This is an optimization exercise on Yosys and OpenROAD, whose aim is small area, a short achievable clock period and few clock cycles per item, not a production implementation.
Only simulation tests tie the RTL to the original design; equivalence was not proved.
No activity file was given, so power comes from the tool's default toggle rates.

// ordered_unique_list_table
module ordered_unique_list_table #(
  parameter int CAPACITY = 16
) (
  input  logic        clk,
  input  logic        rst_n,
  input  logic        in_tvalid,
  output logic        in_tready,
  input  logic [39:0] in_tdata,    
  output logic        out_tvalid,
  input  logic        out_tready,
  output logic [15:0] out_tdata    
);
Size in the first run: ~1800 cells after synthesis, about 620 flip-flops, about 62 I/O pins.
make LEC_CHECK=0 CAP_MARGIN=20 CORE_MARGIN=2 CORE_UTILIZATION=60 SETUP_SLACK_MARGIN=2.45 SLEW_MARGIN=20 finish   # period 4.5 ns
run.sh (not shown) runs the stock make flow with config.mk's settings and CLKGATE_MAP_FILE= SYNTH_SCRIPT=/design/flow/synth_recipe.tcl, a recipe that flattens the netlist after the stock synthesis.
The baseline finished with timing, DRC and antenna clean.
Testbench counts at the start, summed over its fixed seeds: cycles 12,016, items 12,000.
Rerun with:
--- a/flow/config.mk
+++ b/flow/config.mk
@@ -9,4 +9,4 @@
 export CORE_MARGIN = 2
 export CORE_UTILIZATION = 60
-export SETUP_SLACK_MARGIN = 2.45
+export SETUP_SLACK_MARGIN = 2.2
 export SLEW_MARGIN = 20
Effect: Global-route usage drops by 2.9 points. Via count is lower by 9.4%. Flip-flop and latch count does not change. Fmax goes up by 4.2%. Wire length goes down by about 17%. Final area went down by 8.6%. Core utilization falls by 6.8 points.

========
Another version of the RTL of ordered_unique_list_table (not shown whole).
export LEC_CHECK = 0
export CAP_MARGIN = 20
export CORE_MARGIN = 2
export CORE_UTILIZATION = 70
export CTS_BUF_LIST = sky130_fd_sc_hd__clkbuf_8
export CTS_CLUSTER_DIAMETER = 60
export CTS_CLUSTER_SIZE = 20
export SETUP_SLACK_MARGIN = 2.32
export SLEW_MARGIN = 20
export SYNTH_HIERARCHICAL = 1
create_clock -name core_clock -period 4.5 [get_ports {clk}]
Testbench counts at the start, summed over its fixed seeds: cycles 12,016, items 12,000.
Rerun with:
- CTS_BUF_LIST: sky130_fd_sc_hd__clkbuf_8 -> unset
- CTS_CLUSTER_DIAMETER: 60 -> 80
- CTS_CLUSTER_SIZE: 20 -> 25
- SETUP_SLACK_MARGIN: 2.32 -> 2.2
=> The changed run produced a clean layout. Clock power is lower by about 5%. Total power goes down by about 0.55%. Cell count rose by about 1%. Count of clock-buffer cells in the layout grows by 2. Worst setup slack is worse by 0.040 ns. First-iteration DRC count grows by 11%.
Rerun with:
- CORE_UTILIZATION: 70 -> 75
- SETUP_SLACK_MARGIN: 2.2 -> 2.25
Outcome: The changed run passed the timing, DRC and antenna checks. Sequential cell count stays the same. Core utilization rises by 5.9 points. Non-clock buffer count falls by 7.
Rerun with:
- CORE_UTILIZATION: 75 -> 70
- SETUP_SLACK_MARGIN: 2.25 -> 2.42
After rerunning:
- power rises slightly
- wire length shrinks by a few percent
- worst setup slack improves by 0.15 ns
- final cell count went up slightly
- sequential share of layout area is lower by 0.31 points
- synthesized area is unchanged
- sequential power stays flat
- global-route usage came out lower by 4.8 points
- fmax increases by a few percent

========
## 06-01
The RTL this note starts from:
==> flow/design.v <==
`timescale 1ns / 1ps
package oult_pkg;
  localparam int ValueW = 32;
  localparam int PosW   = 5;
  localparam int CountW = 5;
  typedef enum logic [1:0] {
    CMD_LOOKUP = 2'd0,
    CMD_INSERT = 2'd1,
    CMD_REMOVE = 2'd2,
    CMD_SPARE  = 2'd3
  } cmd_t;
  typedef enum logic [2:0] {
    STAT_OK       = 3'd0,
    STAT_RANGE    = 3'd1,
    STAT_DUP      = 3'd2,
    STAT_NOTFOUND = 3'd3,
    STAT_FULL     = 3'd4
  } status_t;
endpackage
`timescale 1ns / 1ps
module oult_cell (
  input  logic                          clk,
  input  logic                          load,
  input  logic [oult_pkg::ValueW-1:0]   wr_val,
  input  logic [oult_pkg::ValueW-1:0]   key,
  output logic                          eq
);
  logic [oult_pkg::ValueW-1:0] entry_r;
  always_ff @(posedge clk) begin
    if (load) entry_r <= wr_val;
  end
  assign eq = (entry_r == key);
endmodule
`timescale 1ns / 1ps
module ordered_unique_list_table #(
  parameter int CAPACITY = 16
) (
  input  logic        clk,
  input  logic        rst_n,
  input  logic        in_tvalid,
  output logic        in_tready,
  input  logic [39:0] in_tdata,    
  output logic        out_tvalid,
  input  logic        out_tready,
  output logic [15:0] out_tdata    
);
  localparam int CW   = $clog2(CAPACITY + 1);
  localparam int PW   = oult_pkg::PosW + 1;
  localparam int OUTQ = 3;
  localparam int OW   = $clog2(OUTQ + 1);
  localparam int RW   = 4 + oult_pkg::CountW;    
  logic [CAPACITY-1:0] valid_r;
  logic [CW-1:0]       count_r;
  logic                vld2_r;
  logic                ins2_r;      
  logic                rem2_r;      
  logic                bad2_r;      
  logic                ok2_r;       
  logic [CAPACITY-1:0] hit2_r;
  logic                pres2_r;     
  logic [CAPACITY-1:0] park2_r;     
  logic [CAPACITY-1:0] spare_r;
  logic                no_spare_r;   
  logic                parked2_r;    
  logic [OUTQ-1:0]     qv_r;
  logic [RW-1:0]       qd_r [OUTQ];
  logic [OW-1:0]       outst_r;     
  logic                rdy_r;
  logic                        in_acc;
  logic [1:0]                  in_cmd;
  logic [oult_pkg::PosW-1:0]   in_pos;
  logic [oult_pkg::ValueW-1:0] in_val;
  assign in_tready = rdy_r;
  assign in_acc    = in_tvalid && rdy_r;
  assign in_cmd    = in_tdata[1:0];
  assign in_pos    = in_tdata[6:2];
  assign in_val    = in_tdata[38:7];
  logic                present;
  logic                full;
  logic                do_ins;
  logic                do_rem;
  logic [CAPACITY-1:0] ins_k;
  logic [CAPACITY-1:0] rem_k;
  logic [CW-1:0]       count_nxt;
  logic [2:0]          status;
  assign present = pres2_r;
  assign full    = count_r[CW-1];    
  assign do_ins  = vld2_r && ok2_r && !present;
  assign do_rem  = vld2_r && rem2_r && present;
  assign ins_k   = park2_r & {CAPACITY{do_ins}};
  assign rem_k   = hit2_r & {CAPACITY{vld2_r && rem2_r}};
  assign count_nxt = do_ins ? count_r + CW'(1) : do_rem ? count_r - CW'(1) : count_r;
  always_comb begin
    if (ins2_r) begin
      if (bad2_r)       status = oult_pkg::STAT_RANGE;
      else if (present) status = oult_pkg::STAT_DUP;
      else if (full)    status = oult_pkg::STAT_FULL;
      else              status = oult_pkg::STAT_OK;
    end else begin
      status = present ? oult_pkg::STAT_OK : oult_pkg::STAT_NOTFOUND;
    end
  end
  logic [CAPACITY-1:0] valid_nxt;
  assign valid_nxt = (valid_r & ~rem_k) | ins_k;
  logic                no_spare;
  logic                parked2;
  logic [CAPACITY-1:0] park_nxt;
  assign no_spare = no_spare_r;
  assign parked2  = parked2_r;
  assign park_nxt = spare_r |
                    ({CAPACITY{no_spare}} & (parked2 ? park2_r & {CAPACITY{!do_ins}} : rem_k));
  logic [CAPACITY-1:0] cand;
  logic [CAPACITY-1:0] first_c;
  logic                none_c;
  logic [CAPACITY-1:0] spare_nxt;
  assign cand   = ~valid_r & ~spare_r & ~park2_r;
  assign none_c = ~|cand;
  localparam int NG = CAPACITY / 4;
  logic [NG-1:0] grp_any;
  always_comb begin
    for (int g = 0; g < NG; g++) grp_any[g] = |cand[4*g +: 4];
    for (int k = 0; k < CAPACITY; k++) begin
      logic lower_grp, lower_in;
      lower_grp = 1'b0;
      for (int g = 0; g < NG; g++) if (g < k / 4) lower_grp = lower_grp | grp_any[g];
      lower_in = 1'b0;
      for (int j = 0; j < 4; j++) if (4 * (k / 4) + j < k) lower_in = lower_in | cand[4 * (k / 4) + j];
      first_c[k] = cand[k] && !lower_in && !lower_grp;
    end
  end
  assign spare_nxt = no_spare            ? (parked2 ? rem_k : '0) :
                     !none_c             ? first_c :
                     (parked2 && !do_ins) ? park2_r : rem_k;
  logic rem_any;
  logic no_spare_nxt;
  logic parked_nxt;
  assign rem_any      = vld2_r && rem2_r && present;
  assign no_spare_nxt = no_spare ? !(parked2 && rem_any) :
                        none_c && !(parked2 && !do_ins) && !rem_any;
  assign parked_nxt   = !no_spare || (parked2 ? !do_ins : rem_any);
  logic [CAPACITY-1:0] eq_k;
  for (genvar k = 0; k < CAPACITY; k++) begin : g_slot
    oult_cell u_cell (
      .clk    (clk),
      .load   (park_nxt[k]),
      .wr_val (in_val),
      .key    (in_val),
      .eq     (eq_k[k])
    );
  end
  logic [CAPACITY-1:0] hit_nxt;
  assign hit_nxt = eq_k & valid_nxt;
  localparam int NC = CAPACITY + 2;    
  logic [NC-1:0] pos_gt;                
  logic [NC-1:0] cnt_is;                
  logic          gt_inc, gt_same, gt_dec;
  logic          bad_nxt, full_nxt;
  always_comb begin
    for (int c = 0; c < NC; c++) begin
      pos_gt[c] = PW'(in_pos) > PW'(c);
      cnt_is[c] = PW'(count_r) == PW'(c);
    end
  end
  assign gt_same = |(pos_gt & cnt_is);
  assign gt_inc  = |(pos_gt & {cnt_is[NC-2:0], 1'b0});    
  assign gt_dec  = |(pos_gt & {1'b0, cnt_is[NC-1:1]});    
  assign bad_nxt  = do_ins ? gt_inc : do_rem ? gt_dec : gt_same;
  assign full_nxt = do_ins ? (count_r == CW'(CAPACITY - 1)) : do_rem ? 1'b0 : full;
  logic          push;
  logic [RW-1:0] res;
  assign push = vld2_r;
  assign res  = {count_nxt[oult_pkg::CountW-1:0], present, status};
  logic [OUTQ-1:0] qv_pop, qv_hold;
  logic [RW-1:0]   qd_pop [OUTQ];
  logic [RW-1:0]   qd_hold [OUTQ];
  always_comb begin
    for (int i = 0; i < OUTQ; i++) begin
      logic above, below, tgt_p, tgt_h;
      above = (i + 1 < OUTQ) ? qv_r[(i + 1) % OUTQ] : 1'b0;
      below = (i == 0) ? 1'b1 : qv_r[(i + OUTQ - 1) % OUTQ];
      tgt_h      = push && !qv_r[i] && below;
      qv_hold[i] = qv_r[i] || tgt_h;
      qd_hold[i] = tgt_h ? res : qd_r[i];
      tgt_p     = push && qv_r[i] && !above;
      qv_pop[i] = above || tgt_p;
      if (tgt_p)          qd_pop[i] = res;
      else if (i + 1 < OUTQ) qd_pop[i] = qd_r[(i + 1) % OUTQ];
      else                qd_pop[i] = qd_r[i];
    end
  end
  logic [OW-1:0] outst_pop, outst_hold;
  assign outst_pop  = in_acc ? outst_r : outst_r - OW'(1);
  assign outst_hold = in_acc ? outst_r + OW'(1) : outst_r;
  logic pop_sel;
  assign pop_sel = out_tready && qv_r[0];
  always_ff @(posedge clk) begin
    if (!rst_n) begin
      valid_r <= '0;
      count_r <= '0;
      spare_r <= CAPACITY'(1);
      no_spare_r <= 1'b0;
      parked2_r  <= 1'b0;
      vld2_r  <= 1'b0;
      qv_r    <= '0;
      outst_r <= '0;
      rdy_r   <= 1'b1;
    end else begin
      valid_r <= valid_nxt;
      count_r <= count_nxt;
      spare_r <= spare_nxt;
      no_spare_r <= no_spare_nxt;
      parked2_r  <= parked_nxt;
      vld2_r  <= in_acc;
      qv_r    <= pop_sel ? qv_pop : qv_hold;
      outst_r <= pop_sel ? outst_pop : outst_hold;
      rdy_r   <= pop_sel ? (outst_pop < OW'(OUTQ)) : (outst_hold < OW'(OUTQ));
    end
  end
  always_ff @(posedge clk) begin
    ins2_r  <= in_cmd == oult_pkg::CMD_INSERT;
    rem2_r  <= in_cmd == oult_pkg::CMD_REMOVE;
    bad2_r  <= bad_nxt;
    ok2_r   <= in_cmd == oult_pkg::CMD_INSERT && !bad_nxt && !full_nxt;
    hit2_r  <= hit_nxt;
    pres2_r <= |hit_nxt;
    park2_r <= park_nxt;
    for (int i = 0; i < OUTQ; i++) qd_r[i] <= pop_sel ? qd_pop[i] : qd_hold[i];
  end
  assign out_tvalid = qv_r[0];
  assign out_tdata  = {7'd0, qd_r[0]};
endmodule
make LEC_CHECK=0 CAP_MARGIN=20 CORE_MARGIN=2 CORE_UTILIZATION=70 CTS_CLUSTER_DIAMETER=80 CTS_CLUSTER_SIZE=25 SETUP_SLACK_MARGIN=2.2 SLEW_MARGIN=20 finish   # period 4.5 ns
Testbench counts of 06-01, summed over its fixed seeds: cycles 12,016, items 12,000.
Edits applied to the flow inputs when going from 06-01 to 06-11:
Settings: swapping 70 for 60 in CORE_UTILIZATION.
### Flow results
Compared with 06-01, 06-11 shows a number of well taps that is 81 higher. Per the comparison of 06-11 with 06-01, total detailed-routing wirelength went up 1.7%, fraction of area in registers went down 1.0 points, worst-case vdd ir drop went down 20%, starting density of the core went down 10 points, switching component of the power went up 3.7%. For the final worst clock skew, 06-11 came in 9.0 ps lower than 06-01 did.

[re-timing with driven ports]
No port has a modelled driver above. Below, the same layouts with a new extraction and two added sets of constraints. Step 1 assumes that a clkbuf_16 drives the clock port and a buf_2 every other input. Step 2 times the ports against the registers' clock, not the clock port: input delays grow and output delays shrink by t, the midpoint of the rising clock arrivals with the driver on. Three values: ideal ports, drivers, drivers and shift; two values: the first two.
| run | t, ns | slack for setup (ns) | clock arrival spread, ns | pins driven straight from the clock port |
|---|---|---|---|---|
| the first run of note 1 | 0.651 | 2.163 / 2.163 / 1.765 | 0.025 / 0.025 | 1 |
| the second run of note 1 | 0.673 | 2.258 / 2.233 / 1.625 | 0.013 / 0.013 | 1 |
| the first run of note 2 | 0.676 | 2.279 / 2.279 / 1.681 | 0.037 / 0.037 | 1 |
| the second run of note 2 | 0.643 | 2.239 / 2.246 / 1.626 | 0.025 / 0.024 | 1 |
| the third run of note 2 | 0.651 | 2.179 / 2.192 / 1.541 | 0.033 / 0.033 | 1 |
| the fourth run of note 2 | 0.679 | 2.327 / 2.327 / 1.687 | 0.033 / 0.033 | 1 |
| 06-01 | 0.676 | 2.249 / 2.253 / 1.608 | 0.033 / 0.033 | 1 |
| 06-11 | 0.618 | 2.232 / 2.244 / 1.642 | 0.027 / 0.026 | 1 |
After both steps every run listed still meets setup and hold. For 06-01, which loses most, drivers alone change the setup slack by +0.004 ns; drivers and shift together by -0.641 ns.
